Context: an optimization exercise on an open-source flow, tuned for small area. The choices shown serve that exercise and are no tape-out recipe.
The RTL was checked by simulation tests, not by an equivalence proof against the original design.
Power is estimated from default activity; no workload was simulated.

==> flow/design.v <==
`timescale 1ns/1ps
package te_regmap_pkg;
	typedef logic [31:0] te_word_t;      
	typedef logic [5:0]  te_reg_addr_t;  
	localparam int TE_NUM_CHANNELS = 8;
	typedef logic [TE_NUM_CHANNELS-1:0]         te_chan_mask_t;  
	typedef logic [$clog2(TE_NUM_CHANNELS)-1:0] te_chan_idx_t;
	localparam te_reg_addr_t TE_CHANNEL_ENABLE = 6'd0;   
	localparam te_reg_addr_t TE_COH_DATA_READY = 6'd1;   
	localparam te_reg_addr_t TE_POLYNOMIAL     = 6'd2;   
	localparam te_reg_addr_t TE_CURR_STATE     = 6'd3;   
	localparam te_reg_addr_t TE_SEED_BASE      = 6'd8;   
	localparam te_reg_addr_t TE_RESULT_BASE    = 6'd16;  
endpackage
`timescale 1ns/1ps
package te_core_pkg;
	typedef logic signed [7:0]  te_sample_t;  
	typedef logic signed [23:0] te_acc_t;     
	typedef logic [15:0]        te_code_t;    
	typedef enum logic [3:0] {
		IDLE         = 4'd0,
		START        = 4'd1,
		FIND_CHANNEL = 4'd2,
		LOAD_LANES   = 4'd3,
		READ_FIFO    = 4'd5,
		CORRELATION  = 4'd6,
		DUMP         = 4'd8,
		COR_FINISH   = 4'd9,
		TE_FINISH    = 4'd10,
		WAIT_CPU     = 4'd11,
		STAND_BY     = 4'd12
	} te_state_e;
	localparam int TE_FLUSH_CYCLES = 2;
endpackage
`timescale 1ns/1ps
module te_correlator_lane (
	input  logic       clk,
	input  logic       rst_b,
	input  logic       i_load,       
	input  te_core_pkg::te_code_t   i_seed,
	input  te_core_pkg::te_code_t   i_poly,
	input  logic       i_sample_en,
	input  te_core_pkg::te_sample_t i_sample,
	output te_core_pkg::te_acc_t    o_acc
);
	te_core_pkg::te_code_t lfsr_q;
	te_core_pkg::te_code_t lfsr_next;
	te_core_pkg::te_acc_t  acc_q;
	te_core_pkg::te_acc_t  sample_ext;
	logic     chip;
	assign chip       = lfsr_q[0];
	assign sample_ext = te_core_pkg::te_acc_t'(i_sample);  
	assign lfsr_next  = chip ? ((lfsr_q >> 1) ^ i_poly) : (lfsr_q >> 1);
	always_ff @(posedge clk or negedge rst_b)
		if (!rst_b)
			lfsr_q <= '0;
		else if (i_load)
			lfsr_q <= i_seed;
		else if (i_sample_en)
			lfsr_q <= lfsr_next;
	always_ff @(posedge clk or negedge rst_b)
		if (!rst_b)
			acc_q <= '0;
		else if (i_load)
			acc_q <= '0;
		else if (i_sample_en) begin
			if (chip)
				acc_q <= acc_q + sample_ext;
			else
				acc_q <= acc_q - sample_ext;  
		end
	assign o_acc = acc_q;
endmodule
`timescale 1ns/1ps
module te_channel_finder #(
	parameter int NUM_LANES = 4
) (
	input  logic                 clk,
	input  logic                 rst_b,
	input  logic                 i_latch_enable,
	input  logic                 i_find_start,
	input  te_regmap_pkg::te_chan_mask_t        i_channel_enable,
	input  te_core_pkg::te_code_t [te_regmap_pkg::TE_NUM_CHANNELS-1:0]             i_seeds,
	output logic                 o_find_done,
	output logic                 o_all_done,
	output logic                 o_any_enabled,
	output logic [NUM_LANES-1:0] o_lane_en,
	output te_regmap_pkg::te_chan_idx_t [NUM_LANES-1:0]         o_lane_chan,
	output te_core_pkg::te_code_t [NUM_LANES-1:0]             o_lane_seed
);
	localparam int CNT_W = $clog2(NUM_LANES + 1);
	te_regmap_pkg::te_chan_mask_t    remain_q;   
	te_regmap_pkg::te_chan_idx_t     scan_idx;
	logic [CNT_W-1:0] lane_cnt;   
	logic             busy;
	logic             hit;
	logic             lanes_full;
	logic             scan_end;
	assign hit        = busy && remain_q[scan_idx];
	assign lanes_full = hit && (lane_cnt == CNT_W'(NUM_LANES - 1));
	assign scan_end   = busy && (scan_idx == te_regmap_pkg::te_chan_idx_t'(te_regmap_pkg::TE_NUM_CHANNELS - 1));
	assign o_find_done   = lanes_full || scan_end;
	assign o_all_done    = ~|remain_q;
	assign o_any_enabled = |i_channel_enable;
	always_ff @(posedge clk or negedge rst_b)
		if (!rst_b) begin
			remain_q    <= '0;
			scan_idx    <= '0;
			lane_cnt    <= '0;
			busy        <= 1'b0;
			o_lane_en   <= '0;
			o_lane_chan <= '0;
		end else if (i_latch_enable) begin
			remain_q <= i_channel_enable;
		end else if (i_find_start) begin
			busy      <= 1'b1;
			scan_idx  <= '0;
			lane_cnt  <= '0;
			o_lane_en <= '0;  
		end else if (busy) begin
			if (hit) begin
				remain_q[scan_idx] <= 1'b0;
				lane_cnt           <= lane_cnt + 1'b1;
				for (int l = 0; l < NUM_LANES; l++) begin
					if (lane_cnt == CNT_W'(l)) begin
						o_lane_en[l]   <= 1'b1;
						o_lane_chan[l] <= scan_idx;
					end
				end
			end
			scan_idx <= scan_idx + 1'b1;
			if (o_find_done)
				busy <= 1'b0;
		end
	always_comb begin
		for (int l = 0; l < NUM_LANES; l++)
			o_lane_seed[l] = i_seeds[o_lane_chan[l]];
	end
endmodule
`timescale 1ns/1ps
module te_sequencer (
	input  logic      clk,
	input  logic      rst_b,
	input  logic      i_start,
	input  logic      i_fifo_ready,
	input  logic      i_fifo_last_data,
	input  logic      i_fifo_data_valid,
	input  logic      i_any_enabled,  
	input  logic      i_find_done,
	input  logic      i_all_done,     
	output te_core_pkg::te_state_e o_state,
	output logic      o_latch_enable,
	output logic      o_find_start,
	output logic      o_lane_load,
	output logic      o_sample_en,
	output logic      o_dump,
	output logic      o_te_running,
	output logic      o_te_over,
	output logic      o_fifo_read,
	output logic      o_fifo_rewind,
	output logic      o_fifo_skip
);
	te_core_pkg::te_state_e                  state;
	te_core_pkg::te_state_e                  next_state;
	logic [te_core_pkg::TE_FLUSH_CYCLES-1:0] last_dly;  
	logic                       cor_done;
	always_ff @(posedge clk or negedge rst_b)
		if (!rst_b)
			state <= te_core_pkg::STAND_BY;
		else
			state <= next_state;
	always_comb begin
		next_state = state;
		case (state)
			te_core_pkg::STAND_BY:     if (i_start) next_state = te_core_pkg::IDLE;
			te_core_pkg::IDLE:         if (i_fifo_ready) next_state = te_core_pkg::START;
			te_core_pkg::START:        next_state = i_any_enabled ? te_core_pkg::FIND_CHANNEL : te_core_pkg::TE_FINISH;
			te_core_pkg::FIND_CHANNEL: if (i_find_done) next_state = te_core_pkg::LOAD_LANES;
			te_core_pkg::LOAD_LANES:   next_state = te_core_pkg::READ_FIFO;
			te_core_pkg::READ_FIFO:    next_state = te_core_pkg::CORRELATION;
			te_core_pkg::CORRELATION:  if (cor_done) next_state = te_core_pkg::DUMP;
			te_core_pkg::DUMP:         next_state = te_core_pkg::COR_FINISH;
			te_core_pkg::COR_FINISH:   next_state = i_all_done ? te_core_pkg::TE_FINISH : te_core_pkg::FIND_CHANNEL;
			te_core_pkg::TE_FINISH:    next_state = te_core_pkg::WAIT_CPU;
			te_core_pkg::WAIT_CPU:     if (i_start) next_state = te_core_pkg::IDLE;
			default:      next_state = te_core_pkg::STAND_BY;
		endcase
	end
	always_ff @(posedge clk or negedge rst_b)
		if (!rst_b)
			last_dly <= '0;
		else
			last_dly <= (last_dly << 1) | te_core_pkg::TE_FLUSH_CYCLES'(i_fifo_last_data);
	assign cor_done = last_dly[te_core_pkg::TE_FLUSH_CYCLES-1];
	assign o_latch_enable = (state == te_core_pkg::IDLE) && i_fifo_ready;
	assign o_find_start   = (next_state == te_core_pkg::FIND_CHANNEL) && (state != te_core_pkg::FIND_CHANNEL);
	assign o_lane_load    = (state == te_core_pkg::LOAD_LANES);
	assign o_sample_en    = i_fifo_data_valid && (state == te_core_pkg::CORRELATION);
	assign o_dump         = (state == te_core_pkg::DUMP);
	assign o_state        = state;
	assign o_te_over      = (state == te_core_pkg::TE_FINISH);
	assign o_te_running   = (state != te_core_pkg::STAND_BY) && (state != te_core_pkg::WAIT_CPU);
	always_ff @(posedge clk or negedge rst_b)
		if (!rst_b) begin
			o_fifo_read   <= 1'b0;
			o_fifo_rewind <= 1'b0;
			o_fifo_skip   <= 1'b0;
		end else begin
			o_fifo_read   <= (next_state == te_core_pkg::READ_FIFO);
			o_fifo_rewind <= (next_state == te_core_pkg::COR_FINISH) && !i_all_done;  
			o_fifo_skip   <= (next_state == te_core_pkg::TE_FINISH);
		end
endmodule
`timescale 1ns/1ps
module te_host_regs #(
	parameter int NUM_LANES = 4
) (
	input  logic                 clk,
	input  logic                 rst_b,
	input  logic                 i_reg_cs,
	input  logic                 i_rd,
	input  logic                 i_wr,
	input  te_regmap_pkg::te_reg_addr_t         i_addr,
	input  te_regmap_pkg::te_word_t             i_wdata,
	input  te_core_pkg::te_state_e            i_state,
	input  logic                 i_latch_enable,  
	input  logic                 i_dump,
	input  logic [NUM_LANES-1:0] i_lane_en,
	input  te_regmap_pkg::te_chan_idx_t [NUM_LANES-1:0]         i_lane_chan,
	input  te_core_pkg::te_acc_t [NUM_LANES-1:0]              i_lane_acc,
	output te_regmap_pkg::te_chan_mask_t        o_channel_enable,
	output te_core_pkg::te_code_t             o_poly,
	output te_core_pkg::te_code_t [te_regmap_pkg::TE_NUM_CHANNELS-1:0]             o_seeds,
	output logic                 o_te_ready,
	output te_regmap_pkg::te_word_t             o_reg_rdata
);
	localparam int ACC_W = 24;  
	localparam int PAD_W = 32 - ACC_W;  
	te_core_pkg::te_acc_t [te_regmap_pkg::TE_NUM_CHANNELS-1:0]       result_q;
	te_regmap_pkg::te_chan_mask_t ready_q;
	te_regmap_pkg::te_chan_mask_t dump_mask;
	te_regmap_pkg::te_chan_idx_t  chan_sel;
	te_core_pkg::te_acc_t       result_sel;
	logic          wr_en;
	logic          rd_en;
	logic          seed_hit;
	logic          result_hit;
	assign wr_en = i_reg_cs && i_wr;
	assign rd_en = i_reg_cs && i_rd;
	assign seed_hit   = (i_addr >= te_regmap_pkg::TE_SEED_BASE) &&
	                    (i_addr < te_regmap_pkg::TE_SEED_BASE + te_regmap_pkg::TE_NUM_CHANNELS);
	assign result_hit = (i_addr >= te_regmap_pkg::TE_RESULT_BASE) &&
	                    (i_addr < te_regmap_pkg::TE_RESULT_BASE + te_regmap_pkg::TE_NUM_CHANNELS);
	assign chan_sel   = te_regmap_pkg::te_chan_idx_t'(i_addr);  
	assign result_sel = result_q[chan_sel];
	always_ff @(posedge clk or negedge rst_b)
		if (!rst_b) begin
			o_channel_enable <= '0;
			o_poly           <= '0;
			o_seeds          <= '0;
		end else if (wr_en) begin
			if (i_addr == te_regmap_pkg::TE_CHANNEL_ENABLE)
				o_channel_enable <= te_regmap_pkg::te_chan_mask_t'(i_wdata);
			else if (i_addr == te_regmap_pkg::TE_POLYNOMIAL)
				o_poly <= te_core_pkg::te_code_t'(i_wdata);
			else if (seed_hit)
				o_seeds[chan_sel] <= te_core_pkg::te_code_t'(i_wdata);
		end
	always_comb begin
		dump_mask = '0;
		for (int l = 0; l < NUM_LANES; l++)
			if (i_lane_en[l])
				dump_mask[i_lane_chan[l]] = 1'b1;
	end
	always_ff @(posedge clk or negedge rst_b)
		if (!rst_b)
			result_q <= '0;
		else if (i_dump) begin
			for (int l = 0; l < NUM_LANES; l++)
				if (i_lane_en[l])
					result_q[i_lane_chan[l]] <= i_lane_acc[l];
		end
	always_ff @(posedge clk or negedge rst_b)
		if (!rst_b)
			ready_q <= '0;
		else if (wr_en && (i_addr == te_regmap_pkg::TE_COH_DATA_READY))
			ready_q <= te_regmap_pkg::te_chan_mask_t'(i_wdata);  
		else if (i_dump)
			ready_q <= ready_q | dump_mask;
		else if (i_latch_enable)
			ready_q <= '0;
	assign o_te_ready = |ready_q;
	always_comb begin
		o_reg_rdata = '0;
		if (rd_en) begin
			if (i_addr == te_regmap_pkg::TE_CHANNEL_ENABLE)
				o_reg_rdata = te_regmap_pkg::te_word_t'(o_channel_enable);
			else if (i_addr == te_regmap_pkg::TE_COH_DATA_READY)
				o_reg_rdata = te_regmap_pkg::te_word_t'(ready_q);
			else if (i_addr == te_regmap_pkg::TE_POLYNOMIAL)
				o_reg_rdata = te_regmap_pkg::te_word_t'(o_poly);
			else if (i_addr == te_regmap_pkg::TE_CURR_STATE)
				o_reg_rdata = te_regmap_pkg::te_word_t'(i_state);
			else if (seed_hit)
				o_reg_rdata = te_regmap_pkg::te_word_t'(o_seeds[chan_sel]);
			else if (result_hit)
				o_reg_rdata = {{PAD_W{result_sel[ACC_W-1]}}, result_sel};
		end
	end
endmodule
`timescale 1ns/1ps
module tracking_engine #(
	parameter int NUM_LANES = 4
) (
	input  logic          clk,
	input  logic          rst_b,
	input  logic          i_start,
	output logic          o_te_running,
	output logic          o_te_ready,
	output logic          o_te_over,
	input  logic          i_fifo_ready,
	input  logic          i_fifo_last_data,
	input  logic          i_fifo_data_valid,
	input  te_core_pkg::te_sample_t    i_fifo_data,
	output logic          o_fifo_read,
	output logic          o_fifo_rewind,
	output logic          o_fifo_skip,
	input  logic          i_reg_cs,
	input  logic          i_rd,
	input  logic          i_wr,
	input  te_regmap_pkg::te_reg_addr_t  i_addr,
	input  te_regmap_pkg::te_word_t      i_wdata,
	output te_regmap_pkg::te_word_t      o_reg_rdata
);
	te_core_pkg::te_state_e            state;
	logic                 latch_enable;
	logic                 find_start;
	logic                 lane_load;
	logic                 sample_en;
	logic                 dump;
	logic                 any_enabled;
	logic                 find_done;
	logic                 all_done;
	te_regmap_pkg::te_chan_mask_t        channel_enable;
	te_core_pkg::te_code_t             poly;
	te_core_pkg::te_code_t [te_regmap_pkg::TE_NUM_CHANNELS-1:0]             seeds;
	logic [NUM_LANES-1:0] lane_en;
	te_regmap_pkg::te_chan_idx_t [NUM_LANES-1:0]         lane_chan;
	te_core_pkg::te_code_t [NUM_LANES-1:0]             lane_seed;
	te_core_pkg::te_acc_t [NUM_LANES-1:0]              lane_acc;
	te_sequencer u_sequencer (
		.clk               (clk),
		.rst_b             (rst_b),
		.i_start           (i_start),
		.i_fifo_ready      (i_fifo_ready),
		.i_fifo_last_data  (i_fifo_last_data),
		.i_fifo_data_valid (i_fifo_data_valid),
		.i_any_enabled     (any_enabled),
		.i_find_done       (find_done),
		.i_all_done        (all_done),
		.o_state           (state),
		.o_latch_enable    (latch_enable),
		.o_find_start      (find_start),
		.o_lane_load       (lane_load),
		.o_sample_en       (sample_en),
		.o_dump            (dump),
		.o_te_running      (o_te_running),
		.o_te_over         (o_te_over),
		.o_fifo_read       (o_fifo_read),
		.o_fifo_rewind     (o_fifo_rewind),
		.o_fifo_skip       (o_fifo_skip)
	);
	te_channel_finder #(.NUM_LANES(NUM_LANES)) u_finder (
		.clk              (clk),
		.rst_b            (rst_b),
		.i_latch_enable   (latch_enable),
		.i_find_start     (find_start),
		.i_channel_enable (channel_enable),
		.i_seeds          (seeds),
		.o_find_done      (find_done),
		.o_all_done       (all_done),
		.o_any_enabled    (any_enabled),
		.o_lane_en        (lane_en),
		.o_lane_chan      (lane_chan),
		.o_lane_seed      (lane_seed)
	);
	for (genvar g = 0; g < NUM_LANES; g++) begin : g_lane
		te_correlator_lane u_lane (
			.clk         (clk),
			.rst_b       (rst_b),
			.i_load      (lane_load),
			.i_seed      (lane_seed[g]),
			.i_poly      (poly),
			.i_sample_en (sample_en),
			.i_sample    (i_fifo_data),
			.o_acc       (lane_acc[g])
		);
	end
	te_host_regs #(.NUM_LANES(NUM_LANES)) u_regs (
		.clk              (clk),
		.rst_b            (rst_b),
		.i_reg_cs         (i_reg_cs),
		.i_rd             (i_rd),
		.i_wr             (i_wr),
		.i_addr           (i_addr),
		.i_wdata          (i_wdata),
		.i_state          (state),
		.i_latch_enable   (latch_enable),
		.i_dump           (dump),
		.i_lane_en        (lane_en),
		.i_lane_chan      (lane_chan),
		.i_lane_acc       (lane_acc),
		.o_channel_enable (channel_enable),
		.o_poly           (poly),
		.o_seeds          (seeds),
		.o_te_ready       (o_te_ready),
		.o_reg_rdata      (o_reg_rdata)
	);
endmodule
==> flow/run.sh <==
#!/bin/bash
# synth_recipe.tcl (not shown) runs the flow's synth.tcl, then flattens the netlist and writes it again
# the make line also repeats each setting of config.mk as NAME=value (left out here)
make -C /OpenROAD-flow-scripts/flow DESIGN_CONFIG=/design/flow/config.mk WORK_HOME=/design/flow/orfs CLKGATE_MAP_FILE= SYNTH_SCRIPT=/design/flow/synth_recipe.tcl finish
==> flow/config.mk <==
export PLATFORM = sky130hd
export DESIGN_NAME = tracking_engine
export DESIGN_NICKNAME = tracking_engine
export VERILOG_FILES = /design/flow/design.v
export SDC_FILE = /design/flow/constraint.sdc
export NUM_CORES = 4
export LEC_CHECK = 0
export CAP_MARGIN = 20
export CORE_MARGIN = 2
export CORE_UTILIZATION = 40
export SLEW_MARGIN = 20
==> flow/constraint.sdc <==
create_clock -name core_clock -period 10.0 [get_ports {clk}]
set_input_delay 2.0000 -clock core_clock [delete_from_list [all_inputs] [get_ports {clk}]]
set_output_delay 2.0000 -clock core_clock [all_outputs]
set_load 0.01 [all_outputs]
==> impl_metrics.json <==
{
  "status": "timing/DRC/antenna clean",
  "grt_pass1_vias": 48800,
  "clk_path_buf_depth": 3,
  "power_switching_mw": 7.93,
  "intPower_mw": 6.99,
  "synth_top_area_share_pct": 28.1,
  "clock-sinks": 552,
  "ios": 93,
  "p_sw_share_pct": 53.1,
  "dp_worst_setup_slack_ns": 2.15,
  "post-cts-setup-buffers": 0,
  "cap_violations": 0,
  "finalCriticalPeriod_ns": 7.95,
  "clkLatencyLatePin_ns": 0.72,
  "htree_levels": 3,
  "design_area_sq_um": 54200,
  "worstMarginPinSlew_ns": 1.35,
  "antenna_found_initial": 34,
  "cp-end-kind": "primary output",
  "cts_resized": 0,
  "yosys.area.top_type": "dfrtp_1",
  "hold_path.class": "flop to flop",
  "totalPowerFinal_mw": 14.9,
  "grt_max_degree": 185,
  "synth-edff-count": 0,
  "grt_pass1_wl_mm": 409,
  "grt_use_total_pct": 46.5,
  "clockRootBuffer": "clkbuf_16",
  "endpoint": "o_reg_rdata[25]",
  "dieArea_sq_um": 125000,
  "dpl-instance-area_sq_um": 51600,
  "fin_nets": 5850,
  "relSlewSlack_pct": 9.39,
  "grt.overflow.total": 0,
  "cp_max_fo": 43,
  "first_pass_iters": 7,
  "finalSetupViolations": 0,
  "crit_start": "i_addr[0]",
  "dp.cells": 7184,
  "dr.first_iter.drc_count": 8635,
  "pwr-share-clk_pct": 19.3,
  "wl_per_cell_microns": 40.9,
  "port_buffers": 76,
  "p_comb_share_pct": 53.3,
  "nFillCells": 12100,
  "drc_errors": 0,
  "antenna_left": 0,
  "yosysUniqueCellTypes": 96,
  "clkTransAtPathRegs_ns": 0.06,
  "ys.flop_type": "dfrtp_1",
  "finClkSkew_ns": 0.0308,
  "reg2reg_depth": 13,
  "worst_r2r_startpoint": "u_finder.o_lane_chan[5]",
  "rrSetupSlack_ns": 2.54,
  "die_w_microns": 354,
  "cts_hold_buf": 0,
  "areaGrowthSynthToFinish_pct": 10.7,
  "yosys_warnings": 4,
  "viasPerCell": 7.27,
  "die_h_microns": 354,
  "rows": 128,
  "routabilityCongestion": 1.14,
  "cts_tree": "done",
  "final_max_slew_viol_count": 0,
  "hold_viol_final": 0,
  "power_density_nw_per_um2": 275,
  "worstSetupPathType": "input port to primary output",
  "required_ns": 8.00,
  "hpwlAfterDp_mm": 226,
  "netlist_area_sq_um": 49000,
  "reg2reg_to": "u_regs.result_q[75]",
  "layout_setup_ws_ns": 2.05,
  "coreArea_sq_um": 122000,
  "cp-start-kind": "input port",
  "min_period_over_period_pct": 79.5,
  "totalWireLength_mm": 300,
  "syn_inst": 5774,
  "final_cells": 7338,
  "synth_seq_cells": 552,
  "max_freq_ghz": 0.126,
  "synth.avg_cell_area_sq_um": 8.48,
  "start_util_pct": 40.2,
  "most-common-layout-cells": "567 x nor2_1, 562 x nand2_1, 543 x dfrtp_1, 426 x a21oi_1, 413 x o21ai_0",
  "final_common_cell": "nor2_1",
  "rsz0062_at_grt": "no",
  "synth_nets": 5987,
  "async_reset_ff_share_pct": 100,
  "synth_area_leaders": "dfrtp_1 28%, mux4_2 9.7%, nor2_1 4.4%",
  "leakagePower_nw": 21.1,
  "via_count": 53400,
  "finalSetupTns_ns": 0,
  "seqPwrFrac_pct": 27.4,
  "drive_gt1_share_pct": 12.2,
  "seq_area_frac_synth_pct": 28.2,
  "peakVddDrop_mv": 0.220,
  "cts_buffers": 75,
  "worstPathArrival_ns": 5.95
}
through the flow:
step | hold WS (ns) | util (%)
2_1_floorplan | 0.331 | -
3_3_place_gp | 0.344 | 42.4
3_5_place_dp | 0.346 | 42.4
4_1_cts | 0.372 | 44.5
5_1_grt | 0.388 | 44.5
6_report | 0.368 | 44.5
synth_stat cells, types with 32 or more instances:
master and count:
nand2b_1 42, nor3_1 128, buf_2 36, o211ai_1 36, a21oi_1 427, a22o_1 183
nor2_1 570, xnor2_1 56, a32oi_1 41, o21ai_0 422, clkbuf_1 367, mux2i_1 190
dfrtp_1 550, nand3_1 223, a22oi_1 196, o22ai_1 123, mux4_2 210, nand2_1 564
xor2_1 117, buf_1 70, inv_1 100, a211oi_1 39, a221oi_1 82, mux2_2 64
ha_1 150, a31oi_1 63, a21o_1 43, nor2b_1 32, o221ai_1 98, o21a_1 50
worst min path at each step:
stage | from | depth (start not counted) | slack (ns) | endpoint
final | u_sequencer.last_dly[0] | 0 | 0.37 | u_sequencer.last_dly[1]
after global routing | u_sequencer.last_dly[0] | 0 | 0.39 | u_sequencer.last_dly[1]
after detailed placement | u_sequencer.last_dly[0] | 0 | 0.35 | u_sequencer.last_dly[1]
after global placement | u_sequencer.last_dly[0] | 0 | 0.34 | u_sequencer.last_dly[1]
after CTS | u_sequencer.last_dly[0] | 0 | 0.37 | u_sequencer.last_dly[1]
after floorplan | u_sequencer.last_dly[0] | 0 | 0.33 | u_sequencer.last_dly[1]
critical path: stages:
cell,delay (ns)
buf_6,0.47
inv_1,0.22
ha_1,0.29
nand2_1,0.09
or3_1,0.41
nand4_1,0.16
buf_4,0.22
or2_2,0.49
a21oi_1,0.78
clkdlybuf4s50_1,0.69
power by group through the flow:
stage	registers (mW)	clock network (mW)	logic (mW)
3_5_place_dp	4.02	0	7.52
3_3_place_gp	4.02	0	7.51
5_1_grt	4.06	2.98	8.26
4_1_cts	3.98	2.89	7.56
2_1_floorplan	3.22	0	4.93
6_report	4.09	2.88	7.95
area by class of cell:
type | instances | area, sq um | area share, %
Antenna cell | 16 | 40.0 | 0.0739
Clock buffer | 107 | 2150 | 3.96
Clock inverter | 30 | 423 | 0.780
Inverter | 112 | 420 | 0.775
Multi-Input combinational cell | 4624 | 33000 | 60.9
Sequential cell | 552 | 13800 | 25.5
Tap cell | 1625 | 2030 | 3.75
Timing Repair Buffer | 272 | 2300 | 4.24
cell families after synthesis:
logic type / Yosys count / share of synthesized area (%)
adder cells (fa/ha/maj): 158 / 4.16
buffers and inverters: 598 / 4.78
multiplexers: 464 / 15.0
XOR/XNOR: 175 / 3.16
AO/OA/AOI/OAI: 2071 / 28.7
AND/OR/NAND/NOR: 1756 / 16.0
flip-flops: 552 / 28.2
flip-flops by register name, summed over array words and instances, names as in the netlist:
register,flops
u_regs.ready_q,8
u_finder.o_lane_en,4
u_finder.scan_idx,3
u_finder.busy,1
u_regs.o_poly,16
u_finder.lane_cnt,3
u_sequencer.state,4
u_regs.result_q,192
u_finder.remain_q,8
u_sequencer.last_dly,2
g_lane.u_lane.lfsr_q,64
g_lane.u_lane.acc_q,96
u_regs.o_seeds,128
u_finder.o_lane_chan,12
u_regs.o_channel_enable,8
u_sequencer.o_fifo_skip,1
u_sequencer.o_fifo_read,1
u_sequencer.o_fifo_rewind,1
routing by layer:
metal | up-vias | track usage [%] | routed length [microns]
met2 | 4022 | 65.6 | 121000
met1 | 26500 | 58.8 | 114000
met5 | - | 0.491 | 209
li1 | 21800 | - | -
met3 | 1007 | 17.7 | 38800
met4 | 18 | 31.4 | 25600

[re-timing with driven ports]
In the flow no input, the clock included, has a driving cell. The finished layout below was timed again as built, in two steps. Step 1: set_driving_cell puts a clkbuf_16 on clk and a buf_2 on each other input, an assumption about the parent block. Step 2 adds t to the input delays and takes it off the output delays; t is the mean of the earliest and latest rising clock arrival at the registers after step 1. Input paths then give back, and output paths get back, about the clock's delay inside the block. a / b / c = no drivers / after step 1 / after step 2; a / b = the first two.
shift t [ns]: 0.793
setup WS [ns]: 2.052 / 2.007 / 2.007
cell pins on the clock port's net: 1
After both steps this run still meets setup and hold. For this run, drivers alone change the setup slack by -0.045 ns; drivers and shift together by -0.045 ns.
